Context: an optimization exercise on an open-source flow, tuned for small area, a short achievable clock period and few clock cycles per item. The choices shown serve that exercise and are no tape-out recipe.
RTL that was checked went through simulation tests only; none was proved equivalent to the original.
For run 2, only the layout was checked, not whether the RTL still works.
Power and IR drop assume default switching activity.

==> flow/design.v, too long to show whole: its modules and the start of the top module <==
// module polygon_convexity_check: 158 lines
// module pcc_booth_enc: 20 lines
// module pcc_cross: 2618 lines
module polygon_convexity_check #(
  parameter int COORD_WIDTH = 16
) (
  input  logic                          clk,
  input  logic                          rst,
  input  logic                          vertex_valid,
  output logic                          vertex_ready,
  input  logic signed [COORD_WIDTH-1:0] vertex_x,
  input  logic signed [COORD_WIDTH-1:0] vertex_y,
  input  logic                          last_vertex,
  output logic                          result_valid,
  input  logic                          result_ready,
  output logic                          is_convex,
  output logic                          too_few
);
  // ...
==> flow/flow/run.sh <==
#!/bin/bash
# Layout flow: the standard flow (standard.sh) unchanged except for one step in
# synthesis. Before Yosys's fine-grained synthesis runs ABC, the adder trees of the RTL
# (plain XOR / majority gates) are mapped to full- and half-adder cells, so ABC cannot
# restructure them first; extracting them afterwards leaves inverters between the adder
# cells. Everything else, including the registers, is the standard synthesis.
# Placement buffers every input and output port as the standard flow does, but with a
# plain buffer cell (buf_2) instead of the delay cell buffer_ports picks by default.
set -euo pipefail
HERE=$(pwd)
FL=$HERE/flow

# synthesis script: ORFS's synth.tcl with the early adder extraction inserted
python3 - "$FLOW_HOME/scripts/synth.tcl" "$HERE/synth_fa.tcl" <<'PYEOF'
import sys
src = open(sys.argv[1]).read()
anchor = """if {
  [env_var_exists_and_non_empty SYNTH_WRAPPED_OPERATORS] ||
  [env_var_exists_and_non_empty SWAP_ARITH_OPERATORS]
} {
  source $::env(SCRIPTS_DIR)/synth_wrap_operators.tcl
} else {"""
early = """# early full-adder extraction (this flow's only change to synthesis)
opt -fast -full
memory_map
opt -full
techmap -map +/techmap.v -map $::env(FLOW_HOME)/platforms/common/lcu_kogge_stone.v
opt -fast
extract_fa {*}[dont_use_extract_fa_args]
techmap -map $::env(ADDER_MAP_FILE)
opt -fast

"""
assert src.count(anchor) == 1, "synth.tcl anchor not found"
open(sys.argv[2], "w").write(src.replace(anchor, early + anchor))
PYEOF
# The standard flow's synthesis wrapper, sourcing the script above instead of synth.tcl
sed "s|\$::env(SCRIPTS_DIR)/synth.tcl|$HERE/synth_fa.tcl|" synth_recipe.tcl > synth_recipe_fa.tcl
grep -q "synth_fa.tcl" synth_recipe_fa.tcl
# standard.sh with that synthesis wrapper, for the synth target only
sed "s|SYNTH_SCRIPT=[^ ]*|SYNTH_SCRIPT=$HERE/synth_recipe_fa.tcl|" standard.sh > standard_fa.sh
grep -q "synth_recipe_fa.tcl" standard_fa.sh

bash standard_fa.sh synth > synth.log 2>&1
export BUFFER_PORTS_ARGS="-buffer_cell sky130_fd_sc_hd__buf_2"
bash standard.sh finish > finish.log 2>&1
==> flow/standard.sh <==
#!/bin/bash
# synth_recipe.tcl (not shown) runs the flow's synth.tcl, then flattens the netlist and writes it again
# the make line also repeats each setting of config.mk as NAME=value (left out here)
make -C /OpenROAD-flow-scripts/flow DESIGN_CONFIG=/design/flow/config.mk WORK_HOME=/design/flow/orfs CLKGATE_MAP_FILE= SYNTH_SCRIPT=/design/flow/synth_recipe.tcl "${@:-finish}"
==> flow/config.mk <==
export PLATFORM = sky130hd
export DESIGN_NAME = polygon_convexity_check
export DESIGN_NICKNAME = polygon_convexity_check
export VERILOG_FILES = /design/flow/design.v
export SDC_FILE = /design/flow/constraint.sdc
export NUM_CORES = 4
export LEC_CHECK = 0
export ABC_AREA = 1
export CAP_MARGIN = 20
export CORE_MARGIN = 2
export CORE_UTILIZATION = 45
export CTS_CLUSTER_DIAMETER = 80
export CTS_CLUSTER_SIZE = 30
export PLACE_DENSITY = 0.65
export SETUP_SLACK_MARGIN = 4.6
export SLEW_MARGIN = 20
==> flow/constraint.sdc <==
create_clock -name core_clock -period 7.5 [get_ports {clk}]
set_input_delay 1.5000 -clock core_clock [delete_from_list [all_inputs] [get_ports {clk}]]
set_output_delay 1.5000 -clock core_clock [all_outputs]
set_load 0.01 [all_outputs]
==> summary.json, run 1 <==
{
  "run_status": {
    "result_of_the_run": "no timing/DRC/antenna violations"
  },
  "sta": {
    "fmax_ghz": 0.344
  },
  "finish": {
    "buf_share": 0.0615,
    "proportion_of_cell_area_occupied_by_multi_input_gates": 0.507,
    "fill_cells": 4826,
    "area_overhead_vs_synth_pct": 14.7,
    "signal_buffers": 195
  },
  "synthesis": {
    "synthesis.area_um2": 25300,
    "synth_compound_gate_area_share": 0.105,
    "synth_top_area_cell": "sky130_fd_sc_hd__fa_1",
    "yosys.cell_count.top_type": "sky130_fd_sc_hd__xor2_1",
    "number_of_enable_flip_flop_cells_after_synthesis": 142,
    "yosys.area_share.xor_xnor": 0.124
  },
  "grt": {
    "first_pass_grt_wire_length_um": 107000
  },
  "worst_setup_path": {
    "startpoint_to_endpoint_class_of_the_critical_path": "flip-flop to flip-flop",
    "worstSetupEndpointType": "flip-flop",
    "crit-reg2reg-launch": "a_enc[3]$_DFF_P_"
  },
  "power": {
    "total_leakage_power_uw": 0.0120,
    "power.net_switching_uw": 2900,
    "power_frac_comb": 0.452
  },
  "floorplanning": {
    "area_of_the_core_um2": 55300
  },
  "drt": {
    "first_iter_violations": 2077
  },
  "min_path": {
    "min_from": "xfirst$_DFF_P_",
    "hold-path-endpoint": "yfirst$_DFF_P_"
  },
  "cts": {
    "htree_num_levels": 1,
    "clock_transition_at_path_regs_ps": 110
  }
}
Testbench counts, summed over its fixed seeds: cycles 59,325, items 59,266.
==> module polygon_convexity_check, before the edit <==
module polygon_convexity_check #(
  parameter int COORD_WIDTH = 16
) (
  input  logic                          clk,
  input  logic                          rst,
  input  logic                          vertex_valid,
  output logic                          vertex_ready,
  input  logic signed [COORD_WIDTH-1:0] vertex_x,
  input  logic signed [COORD_WIDTH-1:0] vertex_y,
  input  logic                          last_vertex,
  output logic                          result_valid,
  input  logic                          result_ready,
  output logic                          is_convex,
  output logic                          too_few
);
  localparam int DW     = COORD_WIDTH + 1;
  localparam int QDEPTH = 4;
  logic [COORD_WIDTH-1:0] prev_x, prev_y;      
  logic [COORD_WIDTH-1:0] first_x, first_y;    
  logic [DW-1:0]          e0_x, e0_y;          
  logic [1:0]             seen;                
  logic                   close1, close2;      
  logic                   few1, few2;          
  logic [53:0]   a_enc;         
  logic [53:0]   a_enc_next;
  logic [DW-1:0] a_src_x, a_src_y;
  logic [DW-1:0] b_x, b_y;
  logic          xv, xfirst, xend, xfew;
  logic          yv, yfirst, yend, yfew;
  logic          wv, wfirst, wend, wfew;
  logic          pos;
  logic          seen_pos, seen_neg;
  logic [QDEPTH-1:0] qv, qc, qf;
  logic [2:0] outstanding;
  logic              ready_q;
  logic          fire, pop, load, push, push_c, push_f;
  logic [DW-1:0] sub_x, sub_y, e_x, e_y;
  assign vertex_ready = ready_q;
  assign fire         = vertex_valid && ready_q && !rst;
  assign pop          = qv[0] && result_ready;
  assign sub_x = close1 ? {first_x[COORD_WIDTH-1], first_x} : {vertex_x[COORD_WIDTH-1], vertex_x};
  assign sub_y = close1 ? {first_y[COORD_WIDTH-1], first_y} : {vertex_y[COORD_WIDTH-1], vertex_y};
  assign e_x   = {prev_x[COORD_WIDTH-1], prev_x} - sub_x;
  assign e_y   = {prev_y[COORD_WIDTH-1], prev_y} - sub_y;
  assign a_src_x = ((fire && seen == 2'd2) || close2) ? e0_x : b_x;
  assign a_src_y = ((fire && seen == 2'd2) || close2) ? e0_y : b_y;
  pcc_booth_enc u_enc (
    .x   (a_src_x),
    .y   (a_src_y),
    .enc (a_enc_next)
  );
  assign load = (fire && seen[1]) || close1 || close2;
  always_ff @(posedge clk) begin
    if (rst) begin
      seen   <= 2'd0;
      close1 <= 1'b0;
      close2 <= 1'b0;
      few1   <= 1'b0;
      few2   <= 1'b0;
    end else begin
      if (fire) begin
        if (last_vertex)     seen <= 2'd0;
        else if (seen != 3)  seen <= seen + 2'd1;
      end
      close1 <= fire && last_vertex && seen[1];
      close2 <= close1;
      few1   <= fire && last_vertex && !seen[1];
      few2   <= few1;
    end
    if (fire) begin
      prev_x <= vertex_x;
      prev_y <= vertex_y;
    end
    if (fire && seen == 2'd0) begin
      first_x <= vertex_x;
      first_y <= vertex_y;
    end
    if (fire && seen == 2'd1) begin
      e0_x <= e_x;
      e0_y <= e_y;
    end
    a_enc <= a_enc_next;
    if ((fire && seen[1]) || close1) begin
      b_x <= e_x;
      b_y <= e_y;
    end
  end
  always_ff @(posedge clk) begin
    if (rst) begin
      xv <= 1'b0; xfew <= 1'b0;
      yv <= 1'b0; yfew <= 1'b0;
      wv <= 1'b0; wfew <= 1'b0;
    end else begin
      xv <= load;  xfew <= few2;
      yv <= xv;    yfew <= xfew;
      wv <= yv;    wfew <= yfew;
    end
    xfirst <= fire && seen == 2'd2;
    xend   <= close2;
    yfirst <= xfirst;
    yend   <= xend;
    wfirst <= yfirst;
    wend   <= yend;
  end
  pcc_cross u_cross (
    .clk (clk),
    .aenc(a_enc),
    .bx  (b_x),
    .by  (b_y),
    .nm  (xend),
    .pos (pos)
  );
  logic sp_next, sn_next;
  logic cls;
  assign cls     = pos ^ wend;
  assign sp_next = (seen_pos && !wfirst) || cls;
  assign sn_next = (seen_neg && !wfirst) || !cls;
  always_ff @(posedge clk) begin
    if (wv) begin
      seen_pos <= sp_next;
      seen_neg <= sn_next;
    end
  end
  assign push   = (wv && wend) || wfew;
  assign push_c = !wfew && !(sp_next && sn_next);
  assign push_f = wfew;
  logic [QDEPTH-1:0] q_wr, q_shv, q_shc, q_shf;
  logic [2:0] outstanding_next;
  always_comb begin
    for (int i = 0; i < QDEPTH; i++) begin
      q_shv[i] = pop ? ((i + 1 < QDEPTH) ? qv[i+1] : 1'b0) : qv[i];
      q_shc[i] = pop ? ((i + 1 < QDEPTH) ? qc[i+1] : 1'b0) : qc[i];
      q_shf[i] = pop ? ((i + 1 < QDEPTH) ? qf[i+1] : 1'b0) : qf[i];
    end
    for (int i = 0; i < QDEPTH; i++) begin
      q_wr[i] = push && !q_shv[i] && ((i == 0) || q_shv[i-1]);
    end
    outstanding_next = outstanding + (fire && last_vertex) - pop;
  end
  always_ff @(posedge clk) begin
    if (rst) begin
      qv          <= '0;
      outstanding <= '0;
      ready_q     <= 1'b1;
    end else begin
      qv          <= q_shv | q_wr;
      outstanding <= outstanding_next;
      ready_q     <= outstanding_next < QDEPTH;
    end
    for (int i = 0; i < QDEPTH; i++) begin
      qc[i] <= q_wr[i] ? push_c : q_shc[i];
      qf[i] <= q_wr[i] ? push_f : q_shf[i];
    end
  end
  assign result_valid = qv[0];
  assign is_convex    = qc[0];
  assign too_few      = qf[0];
endmodule
==> run 2, diff against run 1 <==
--- a/flow/design.v
+++ b/flow/design.v
@@ -48,20 +48,20 @@
   logic              ready_q;
   logic          fire, pop, load, push, push_c, push_f;
   logic [DW-1:0] sub_x, sub_y, e_x, e_y;
   assign vertex_ready = ready_q;
   assign fire         = vertex_valid && ready_q && !rst;
   assign pop          = qv[0] && result_ready;
   assign sub_x = close1 ? {first_x[COORD_WIDTH-1], first_x} : {vertex_x[COORD_WIDTH-1], vertex_x};
   assign sub_y = close1 ? {first_y[COORD_WIDTH-1], first_y} : {vertex_y[COORD_WIDTH-1], vertex_y};
-  assign e_x   = {prev_x[COORD_WIDTH-1], prev_x} - sub_x;
-  assign e_y   = {prev_y[COORD_WIDTH-1], prev_y} - sub_y;
-  assign a_src_x = ((fire && seen == 2'd2) || close2) ? e0_x : b_x;
-  assign a_src_y = ((fire && seen == 2'd2) || close2) ? e0_y : b_y;
+  pcc_sub u_sub_x (.a({prev_x[COORD_WIDTH-1], prev_x}), .b(sub_x), .d(e_x));
+  pcc_sub u_sub_y (.a({prev_y[COORD_WIDTH-1], prev_y}), .b(sub_y), .d(e_y));
+  assign a_src_x = (fire && seen == 2'd2) ? e0_x : b_x;
+  assign a_src_y = (fire && seen == 2'd2) ? e0_y : b_y;
   pcc_booth_enc u_enc (
     .x   (a_src_x),
     .y   (a_src_y),
     .enc (a_enc_next)
   );
   assign load = (fire && seen[1]) || close1 || close2;
   always_ff @(posedge clk) begin
     if (rst) begin
@@ -88,19 +88,19 @@
       first_x <= vertex_x;
       first_y <= vertex_y;
     end
     if (fire && seen == 2'd1) begin
       e0_x <= e_x;
       e0_y <= e_y;
     end
     a_enc <= a_enc_next;
-    if ((fire && seen[1]) || close1) begin
-      b_x <= e_x;
-      b_y <= e_y;
+    if (load) begin
+      b_x <= close2 ? e0_x : e_x;
+      b_y <= close2 ? e0_y : e_y;
     end
   end
   always_ff @(posedge clk) begin
     if (rst) begin
       xv <= 1'b0; xfew <= 1'b0;
       yv <= 1'b0; yfew <= 1'b0;
       wv <= 1'b0; wfew <= 1'b0;
     end else begin
@@ -115,24 +115,21 @@
     wfirst <= yfirst;
     wend   <= yend;
   end
   pcc_cross u_cross (
     .clk (clk),
     .aenc(a_enc),
     .bx  (b_x),
     .by  (b_y),
-    .nm  (xend),
     .pos (pos)
   );
   logic sp_next, sn_next;
-  logic cls;
-  assign cls     = pos ^ wend;
-  assign sp_next = (seen_pos && !wfirst) || cls;
-  assign sn_next = (seen_neg && !wfirst) || !cls;
+  assign sp_next = (seen_pos && !wfirst) || pos;
+  assign sn_next = (seen_neg && !wfirst) || !pos;
   always_ff @(posedge clk) begin
     if (wv) begin
       seen_pos <= sp_next;
       seen_neg <= sn_next;
     end
   end
   assign push   = (wv && wend) || wfew;
   assign push_c = !wfew && !(sp_next && sn_next);
@@ -188,17 +185,16 @@
       enc[27+3*j+2] = ye[2*j+2];
     end
   end
 endmodule
 module pcc_cross (
   input  logic        clk,
   input  logic [53:0] aenc,
   input  logic [16:0] bx, by,
-  input  logic        nm,
   output logic        pos
 );
   wire p_one0;
   wire p_two0;
   wire p_neg0;
   wire p_r0_0;
   wire p_r0_1;
   wire p_r0_2;
@@ -1237,17 +1233,16 @@
   wire c643;
   wire s644;
   wire c645;
   wire s646;
   wire c647;
   wire s648;
   wire c649;
   logic rg_0_0;
-  logic rg_0_1;
   logic rg_1_0;
   logic rg_2_1;
   logic rg_2_2;
   logic rg_2_3;
   logic rg_2_4;
   logic rg_2_5;
   logic rg_2_6;
   logic rg_2_7;
@@ -2191,24 +2186,24 @@
   assign s386 = p_r6_16 ^ p_r7_14 ^ p_r8_12;
   assign c387 = (p_r6_16 & p_r7_14) | (p_r6_16 & p_r8_12) | (p_r7_14 & p_r8_12);
   assign s388 = q_r6_16 ^ q_r7_14 ^ q_r8_12;
   assign c389 = (q_r6_16 & q_r7_14) | (q_r6_16 & q_r8_12) | (q_r7_14 & q_r8_12);
   assign s390 = p_rn6 ^ p_r7_15 ^ p_r8_13;
   assign c391 = (p_rn6 & p_r7_15) | (p_rn6 & p_r8_13) | (p_r7_15 & p_r8_13);
   assign s392 = q_rn6 ^ q_r7_15;
   assign c393 = q_rn6 & q_r7_15;
-  assign s394 = 1'b1 ^ nm ^ p_neg0;
-  assign c395 = (1'b1 & nm) | (1'b1 & p_neg0) | (nm & p_neg0);
-  assign s396 = p_r0_0 ^ q_neg0 ^ q_r0_0;
-  assign c397 = (p_r0_0 & q_neg0) | (p_r0_0 & q_r0_0) | (q_neg0 & q_r0_0);
+  assign s394 = 1'b1 ^ p_neg0 ^ p_r0_0;
+  assign c395 = (1'b1 & p_neg0) | (1'b1 & p_r0_0) | (p_neg0 & p_r0_0);
+  assign s396 = q_neg0 ^ q_r0_0 ^ s394;
+  assign c397 = (q_neg0 & q_r0_0) | (q_neg0 & s394) | (q_r0_0 & s394);
   assign s398 = 1'b1 ^ p_r0_1 ^ q_r0_1;
   assign c399 = (1'b1 & p_r0_1) | (1'b1 & q_r0_1) | (p_r0_1 & q_r0_1);
-  assign s400 = c395 ^ c397 ^ s398;
-  assign c401 = (c395 & c397) | (c395 & s398) | (c397 & s398);
+  assign s400 = c395 ^ s398 ^ c397;
+  assign c401 = (c395 & s398) | (c395 & c397) | (s398 & c397);
   assign s402 = s370 ^ c363 ^ c367;
   assign c403 = (s370 & c363) | (s370 & c367) | (c363 & c367);
   assign s404 = c371 ^ s376 ^ c369;
   assign c405 = (c371 & s376) | (c371 & c369) | (s376 & c369);
   assign s406 = c373 ^ s374 ^ s378;
   assign c407 = (c373 & s374) | (c373 & s378) | (s374 & s378);
   assign s408 = c377 ^ s382 ^ c375;
   assign c409 = (c377 & s382) | (c377 & c375) | (s382 & c375);
@@ -2448,18 +2443,17 @@
   assign c643 = (rg_30_0 & rg_30_1) | (rg_30_0 & rg_30_2) | (rg_30_1 & rg_30_2);
   assign s644 = rg_31_0 ^ rg_31_1;
   assign c645 = rg_31_0 & rg_31_1;
   assign s646 = rg_32_0 ^ rg_32_1 ^ rg_32_2;
   assign c647 = (rg_32_0 & rg_32_1) | (rg_32_0 & rg_32_2) | (rg_32_1 & rg_32_2);
   assign s648 = rg_33_0 ^ rg_33_1;
   assign c649 = rg_33_0 & rg_33_1;
   always_ff @(posedge clk) begin
-    rg_0_0 <= s394;
-    rg_0_1 <= s396;
+    rg_0_0 <= s396;
     rg_1_0 <= s400;
     rg_2_1 <= p_neg1;
     rg_2_2 <= q_neg1;
     rg_2_3 <= q_r0_2;
     rg_2_4 <= q_r1_0;
     rg_2_5 <= c399;
     rg_2_6 <= s244;
     rg_2_7 <= c401;
@@ -2615,17 +2609,17 @@
     rg_31_1 <= s432;
     rg_32_0 <= c431;
     rg_32_1 <= s434;
     rg_32_2 <= c433;
     rg_33_0 <= s436;
     rg_33_1 <= c435;
   end
   assign s[0] = rg_0_0;
-  assign c[0] = rg_0_1;
+  assign c[0] = 1'b0;
   assign s[1] = rg_1_0;
   assign c[1] = 1'b0;
   assign s[2] = rg_2_7;
   assign c[2] = s586;
   assign s[3] = c587;
   assign c[3] = s588;
   assign s[4] = c589;
   assign c[4] = s590;
@@ -2802,8 +2796,134 @@
   logic kg2, kt2;
   assign kg2 = kg1 | (kt1 & kg0);
   assign kt2 = kt1 & kt0;
   logic kg3, kt3;
   assign kg3 = rg1_g4 | (rg1_t4 & kg2);
   assign kt3 = rg1_t4 & kt2;
   assign pos = !(rg1_x33 ^ kg3);
 endmodule
+module pcc_sub (
+  input  logic [16:0] a, b,
+  output logic [16:0] d
+);
+  logic [16:0] g, p;
+  assign g = a & ~b;
+  assign p = a ^ ~b;
+  logic G1, P1;
+  logic G2, P2;
+  logic G3, P3;
+  logic G4, P4;
+  logic G5, P5;
+  logic G6, P6;
+  logic G7, P7;
+  logic G8, P8;
+  logic G9, P9;
+  logic G10, P10;
+  logic G11, P11;
+  logic G12, P12;
+  logic G13, P13;
+  logic G14, P14;
+  logic G15, P15;
+  logic G16, P16;
+  logic G17, P17;
+  logic G18, P18;
+  logic G19, P19;
+  logic G20, P20;
+  logic G21, P21;
+  logic G22, P22;
+  logic G23, P23;
+  logic G24, P24;
+  logic G25, P25;
+  logic G26, P26;
+  logic G27, P27;
+  logic G28, P28;
+  logic G29, P29;
+  logic G30, P30;
+  logic G31, P31;
+  logic G32, P32;
+  logic G33, P33;
+  assign G1 = g[0] | (p[0] & 1'b1);
+  assign P1 = p[0] & 1'b0;
+  assign G2 = g[2] | (p[2] & g[1]);
+  assign P2 = p[2] & p[1];
+  assign G3 = g[4] | (p[4] & g[3]);
+  assign P3 = p[4] & p[3];
+  assign G4 = g[6] | (p[6] & g[5]);
+  assign P4 = p[6] & p[5];
+  assign G5 = g[8] | (p[8] & g[7]);
+  assign P5 = p[8] & p[7];
+  assign G6 = g[10] | (p[10] & g[9]);
+  assign P6 = p[10] & p[9];
+  assign G7 = g[12] | (p[12] & g[11]);
+  assign P7 = p[12] & p[11];
+  assign G8 = g[14] | (p[14] & g[13]);
+  assign P8 = p[14] & p[13];
+  assign G9 = g[1] | (p[1] & G1);
+  assign P9 = p[1] & P1;
+  assign G10 = G2 | (P2 & G1);
+  assign P10 = P2 & P1;
+  assign G11 = g[5] | (p[5] & G3);
+  assign P11 = p[5] & P3;
+  assign G12 = G4 | (P4 & G3);
+  assign P12 = P4 & P3;
+  assign G13 = g[9] | (p[9] & G5);
+  assign P13 = p[9] & P5;
+  assign G14 = G6 | (P6 & G5);
+  assign P14 = P6 & P5;
+  assign G15 = g[13] | (p[13] & G7);
+  assign P15 = p[13] & P7;
+  assign G16 = G8 | (P8 & G7);
+  assign P16 = P8 & P7;
+  assign G17 = g[3] | (p[3] & G10);
+  assign P17 = p[3] & P10;
+  assign G18 = G3 | (P3 & G10);
+  assign P18 = P3 & P10;
+  assign G19 = G11 | (P11 & G10);
+  assign P19 = P11 & P10;
+  assign G20 = G12 | (P12 & G10);
+  assign P20 = P12 & P10;
+  assign G21 = g[11] | (p[11] & G14);
+  assign P21 = p[11] & P14;
+  assign G22 = G7 | (P7 & G14);
+  assign P22 = P7 & P14;
+  assign G23 = G15 | (P15 & G14);
+  assign P23 = P15 & P14;
+  assign G24 = G16 | (P16 & G14);
+  assign P24 = P16 & P14;
+  assign G25 = g[7] | (p[7] & G20);
+  assign P25 = p[7] & P20;
+  assign G26 = G5 | (P5 & G20);
+  assign P26 = P5 & P20;
+  assign G27 = G13 | (P13 & G20);
+  assign P27 = P13 & P20;
+  assign G28 = G14 | (P14 & G20);
+  assign P28 = P14 & P20;
+  assign G29 = G21 | (P21 & G20);
+  assign P29 = P21 & P20;
+  assign G30 = G22 | (P22 & G20);
+  assign P30 = P22 & P20;
+  assign G31 = G23 | (P23 & G20);
+  assign P31 = P23 & P20;
+  assign G32 = G24 | (P24 & G20);
+  assign P32 = P24 & P20;
+  assign G33 = g[15] | (p[15] & G32);
+  assign P33 = p[15] & P32;
+  logic [16:0] c;
+  assign c[0] = 1'b1;
+  assign c[1] = G1;
+  assign c[2] = G9;
+  assign c[3] = G10;
+  assign c[4] = G17;
+  assign c[5] = G18;
+  assign c[6] = G19;
+  assign c[7] = G20;
+  assign c[8] = G25;
+  assign c[9] = G26;
+  assign c[10] = G27;
+  assign c[11] = G28;
+  assign c[12] = G29;
+  assign c[13] = G30;
+  assign c[14] = G31;
+  assign c[15] = G32;
+  assign c[16] = G33;
+  assign d = p ^ c;
+endmodule
--- a/flow/flow/run.sh
+++ b/flow/flow/run.sh
@@ -1,16 +1,14 @@
 #!/bin/bash
 # Layout flow: the standard flow (standard.sh) unchanged except for one step in
 # synthesis. Before Yosys's fine-grained synthesis runs ABC, the adder trees of the RTL
 # (plain XOR / majority gates) are mapped to full- and half-adder cells, so ABC cannot
 # restructure them first; extracting them afterwards leaves inverters between the adder
 # cells. Everything else, including the registers, is the standard synthesis.
-# Placement buffers every input and output port as the standard flow does, but with a
-# plain buffer cell (buf_2) instead of the delay cell buffer_ports picks by default.
 set -euo pipefail
 HERE=$(pwd)
 FL=$HERE/flow
 
 # synthesis script: ORFS's synth.tcl with the early adder extraction inserted
 python3 - "$FLOW_HOME/scripts/synth.tcl" "$HERE/synth_fa.tcl" <<'PYEOF'
 import sys
 src = open(sys.argv[1]).read()
@@ -37,10 +35,9 @@
 # The standard flow's synthesis wrapper, sourcing the script above instead of synth.tcl
 sed "s|\$::env(SCRIPTS_DIR)/synth.tcl|$HERE/synth_fa.tcl|" synth_recipe.tcl > synth_recipe_fa.tcl
 grep -q "synth_fa.tcl" synth_recipe_fa.tcl
 # standard.sh with that synthesis wrapper, for the synth target only
 sed "s|SYNTH_SCRIPT=[^ ]*|SYNTH_SCRIPT=$HERE/synth_recipe_fa.tcl|" standard.sh > standard_fa.sh
 grep -q "synth_recipe_fa.tcl" standard_fa.sh
 
 bash standard_fa.sh synth > synth.log 2>&1
-export BUFFER_PORTS_ARGS="-buffer_cell sky130_fd_sc_hd__buf_2"
 bash standard.sh finish > finish.log 2>&1
==> flow/config.mk (replaced) <==
export PLATFORM = sky130hd
export DESIGN_NAME = polygon_convexity_check
export DESIGN_NICKNAME = polygon_convexity_check
export VERILOG_FILES = /design/flow/design.v
export SDC_FILE = /design/flow/constraint.sdc
export NUM_CORES = 4
export LEC_CHECK = 0
export ABC_AREA = 1
export CAP_MARGIN = 20
export CORE_MARGIN = 2
export CORE_UTILIZATION = 40
export CTS_CLUSTER_DIAMETER = 80
export CTS_CLUSTER_SIZE = 30
export PLACE_DENSITY = 0.6
export SETUP_SLACK_MARGIN = 4.4
export SLEW_MARGIN = 20
==> summary.json, run 2 <==
{
  "run_status": {
    "result_of_the_run": "no timing/DRC/antenna violations"
  },
  "synthesis": {
    "flops_latches_synth": 392,
    "synth_top_cells_by_count": "sky130_fd_sc_hd__xor2_1, sky130_fd_sc_hd__inv_1, sky130_fd_sc_hd__fa_1, sky130_fd_sc_hd__o22ai_1, sky130_fd_sc_hd__dfxtp_1",
    "synth_top_cell_area_share": 0.221,
    "netlist_instances": 2420,
    "mappedNetlistNets": 2838,
    "synth_top_area_cell": "sky130_fd_sc_hd__fa_1",
    "synthesis.area": {"value": 25600, "unit": "um2", "change": "+0.93%"},
    "postSynth.topFlopCell": "sky130_fd_sc_hd__dfxtp_1",
    "yosysWarnings": 4,
    "yosys.cell_count.top_type": "sky130_fd_sc_hd__xor2_1",
    "synth_sequential_area_ratio": 0.363,
    "synthesis.area_per_instance_um2": 10.6,
    "number_of_enable_flip_flop_cells_after_synthesis": {"value": 142, "change": "unchanged"},
    "synth_area_leaders": "sky130_fd_sc_hd__fa_1, sky130_fd_sc_hd__dfxtp_1, sky130_fd_sc_hd__edfxtp_1, sky130_fd_sc_hd__xor2_1, sky130_fd_sc_hd__o22ai_1",
    "synth-async-reset-ratio": 0,
    "synth.distinct_cells": 43
  },
  "grt": {
    "largest_net_degree_at_the_start_of_global_routing": 62,
    "grt_usage": 0.210,
    "grt_pass1_vias": 18422,
    "first_pass_grt_wire_length": {"value": 108000, "unit": "um", "change": "+0.46%"},
    "global_route.overflow_total": 0,
    "antenna_violations_before_repair": 1
  },
  "finish": {
    "fill_cells": {"value": 5864, "change": "+22%"},
    "largest_reg_flops": 52,
    "non_filler_cells_final": 3358,
    "insertedDiodeCount": 0,
    "multi_input_gate_area_um2": 14800,
    "seq_area_um2": 9280,
    "postLayoutCellArea_um2": 28800,
    "regMostFlops": "a_enc",
    "area_overhead_vs_synth_pct": 12.6,
    "drive_gt1_frac": 0.147,
    "leading_cell_type_in_the_layout_fill_and_taps_excluded": "sky130_fd_sc_hd__xor2_1",
    "top_library_cells_by_usage_in_the_layout_fill_and_taps_aside": "sky130_fd_sc_hd__xor2_1, sky130_fd_sc_hd__fa_1, sky130_fd_sc_hd__inv_1",
    "final_nets": 2914
  },
  "min_path": {
    "holdPathStages": 0,
    "min_from": "xend$_DFF_P_",
    "hold-path-endpoint": "yend$_DFF_P_",
    "worst_hold_path_type": "flip-flop to flip-flop"
  },
  "drt": {
    "routed_wirelength_um": 69600,
    "dr_total_vias": 17709,
    "detail_route.first_pass.iterations": 6,
    "ant_nets": 0,
    "first_iter_violations": {"value": 1700, "change": "-18%"},
    "avgRoutedWirePerCell_um": 20.7,
    "vias_per_cell": 5.27,
    "post-route-drc-count": 0
  },
  "worst_setup_path": {
    "regToRegSetupSlack_ps": 4460,
    "crit-reg2reg-launch": "close1$_SDFF_PP0_",
    "worst-r2r-cell-count": 19,
    "worst-endpoint-arrival_ps": 3500,
    "worst_r2r_endpoint": "b_y[14]$_DFFE_PP_",
    "startpoint_to_endpoint_class_of_the_critical_path": "input pin to flip-flop",
    "cp-start-kind": "input pin",
    "path_max_fanout": 4,
    "critPathRequiredTime_ps": 7870,
    "worstSetupEndpointType": "flip-flop"
  },
  "power": {
    "total_leakage_power": {"value": 0.0121, "unit": "uW", "change": "+1.0%"},
    "power_uw": 7550,
    "cellPowerDensity_nw_per_um2": 263,
    "ir_worst_vdd_uv": 243
  },
  "floorplanning": {
    "die_width_um": 257,
    "area_of_the_core": {"value": 63100, "unit": "um2", "change": "+14%"},
    "row_count": 92,
    "initial_util": 0.405,
    "i_o_pin_count": 41,
    "die_h_um": 257,
    "die_area_um2": 65900
  },
  "sta": {
    "postLayoutSetupSlackWorst_ps": 4370,
    "max_slew.worst_pin.slew_ps": 956,
    "timing_hold_violations_final": 0,
    "layout_worst_path_cycle_share": 0.417,
    "timing.max_slew.rel_slack": 0.361,
    "setup_total_negative_slack_ps": 0,
    "max_clock_skew_ps": 56.6,
    "final-max-slew-violation-count": 0,
    "fmax": {"value": 0.320, "unit": "GHz", "change": "-7.0%"},
    "fin_crit_ps": 3130,
    "timing.final.setup_violations": 0,
    "rsz0062_at_grt": "true"
  },
  "flow_run": {
    "maxCapViolations": 0
  },
  "cts": {
    "clockRootBuffer": "sky130_fd_sc_hd__clkbuf_16",
    "worstSkewPairLatency_ps": 610,
    "cts.sinks": 392,
    "clock_transition_at_path_regs": {"value": 110, "unit": "ps", "change": "about the same"},
    "htree_num_levels": {"value": 1, "change": "unchanged"},
    "tritoncts": "yes",
    "cts_made_buffers": 22,
    "cts_hold_buf": 0,
    "clk_buf_depth": 3
  },
  "placed_design": {
    "post-place-cells": 3202,
    "place_area_um2": 26700,
    "place_congestion": 0.952,
    "place.detailed.hpwl_um": 49900,
    "pre_cts_slack_ps": 2990,
    "place.port_buffers": 40
  }
}
## run 2: cell types whose count changed after synthesis, moves of 5 or more
cell                       before  now
sky130_fd_sc_hd__a211oi_1       1    7
sky130_fd_sc_hd__a211oi_2       0    7
sky130_fd_sc_hd__a21oi_1       58   35
sky130_fd_sc_hd__and2_1         0   14
sky130_fd_sc_hd__clkbuf_1      79   84
sky130_fd_sc_hd__inv_1        271  289
sky130_fd_sc_hd__mux2i_1       29   22
sky130_fd_sc_hd__nand2_1      213  249
sky130_fd_sc_hd__nand3_1       30   40
sky130_fd_sc_hd__nor2_1        72   84
sky130_fd_sc_hd__o21ai_1       13    1
sky130_fd_sc_hd__xor2_1       337  314
## run 2: final cells by class
class	count	share of cell area
multi-input combinational	1586	0.515
inverter	324	0.0467
sequential	392	0.322
clock inverter	18	0.00900
timing repair buffer	170	0.0506
clock buffer	22	0.0191
tap	846	0.0368
## run 2: metal layers
metal / track usage / vias up / routed length [um]
met1: 0.297 / 8718 / 30500
met3: 0.0278 / 145 / 4980
met4: 0.0720 / 2 / 2440
li1: - / 8057 / -
met2: 0.333 / 787 / 31600
met5: 0 / - / 13
## run 2: metrics by stage
step           utilization  hold slack, ps
5_1_grt              0.456             359
4_1_cts              0.445             348
3_5_place_dp         0.423             313
6_report             0.456             344
3_3_place_gp         0.423             312
2_1_floorplan            -             310
## run 2: cell families after synthesis
kind of cell	after synthesis	share of synthesized area
buf+inv	443	0.0680
mux	22	0.00862
compound gates	416	0.104
xor+xnor	339	0.116
simple gates	427	0.0709
flops	392	0.363
fa+ha+maj	381	0.269
## run 2: worst max-delay path by stage
stage	slack, ps	from	end	cells after the start
2_1_floorplan	4130	vertex_y[4]	b_y[15]$_DFFE_PP_	13
3_3_place_gp	3070	rst	a_enc[10]$_DFF_P_	7
3_5_place_dp	2990	rst	a_enc[13]$_DFF_P_	6
4_1_cts	4400	close1$_SDFF_PP0_	b_x[15]$_DFFE_PP_	17
5_1_grt	4280	vertex_y[8]	b_y[14]$_DFFE_PP_	16
6_report	4370	vertex_y[11]	b_y[15]$_DFFE_PP_	12
## run 2: what timing repair did
item                       in CTS  in global routing
buffers inserted               64                 50
gates cloned                    1                  1
setup endpoints to repair     245                 66
pin swaps                      57                 62
gates resized for setup       112                 86
## run 2: critical path: stages
cell and delay (ps):
sky130_fd_sc_hd__dlygate4sd2_1 260, sky130_fd_sc_hd__mux2i_1 140, sky130_fd_sc_hd__ha_1 320, sky130_fd_sc_hd__nand2_4 130, sky130_fd_sc_hd__nor2_1 80, sky130_fd_sc_hd__a21oi_2 220, sky130_fd_sc_hd__nand2_2 90, sky130_fd_sc_hd__nand2_2 70
sky130_fd_sc_hd__nand2_2 50, sky130_fd_sc_hd__fa_1 470, sky130_fd_sc_hd__nand2_1 80, sky130_fd_sc_hd__nand2_1 80
## run 2: report_power, final
group          internal [uW]  switching, uW  total [uW]
clock                    632            807        1440
combinational           1540           1900        3440
sequential              2530            153        2680
total                   4700           2850        7550

separate check: timing with driven ports:
How much do the figures lean on ideal ports? The routed layouts below were timed once more, with nothing changed but the port constraints.
Step 1 assumes that a clkbuf_16 drives the clock port and a buf_2 every other input.
Step 2, shift: input delay + t, output delay - t, t = (earliest + latest rising clock arrival at the registers) / 2. This alone moves slack from input paths to output paths.
a / b / c = ideal ports / drivers / drivers and shift; a / b = the first two.
run	t, ns	slack for setup (ns)	worst slew at a driven data input, ns
run 1	0.645	4.591 / 4.591 / 4.118	0.09
run 2	0.640	4.373 / 4.413 / 3.773	0.07
After both steps every run listed still meets setup and hold. For run 2, which loses most, drivers alone change the setup slack by +0.040 ns; drivers and shift together by -0.600 ns.
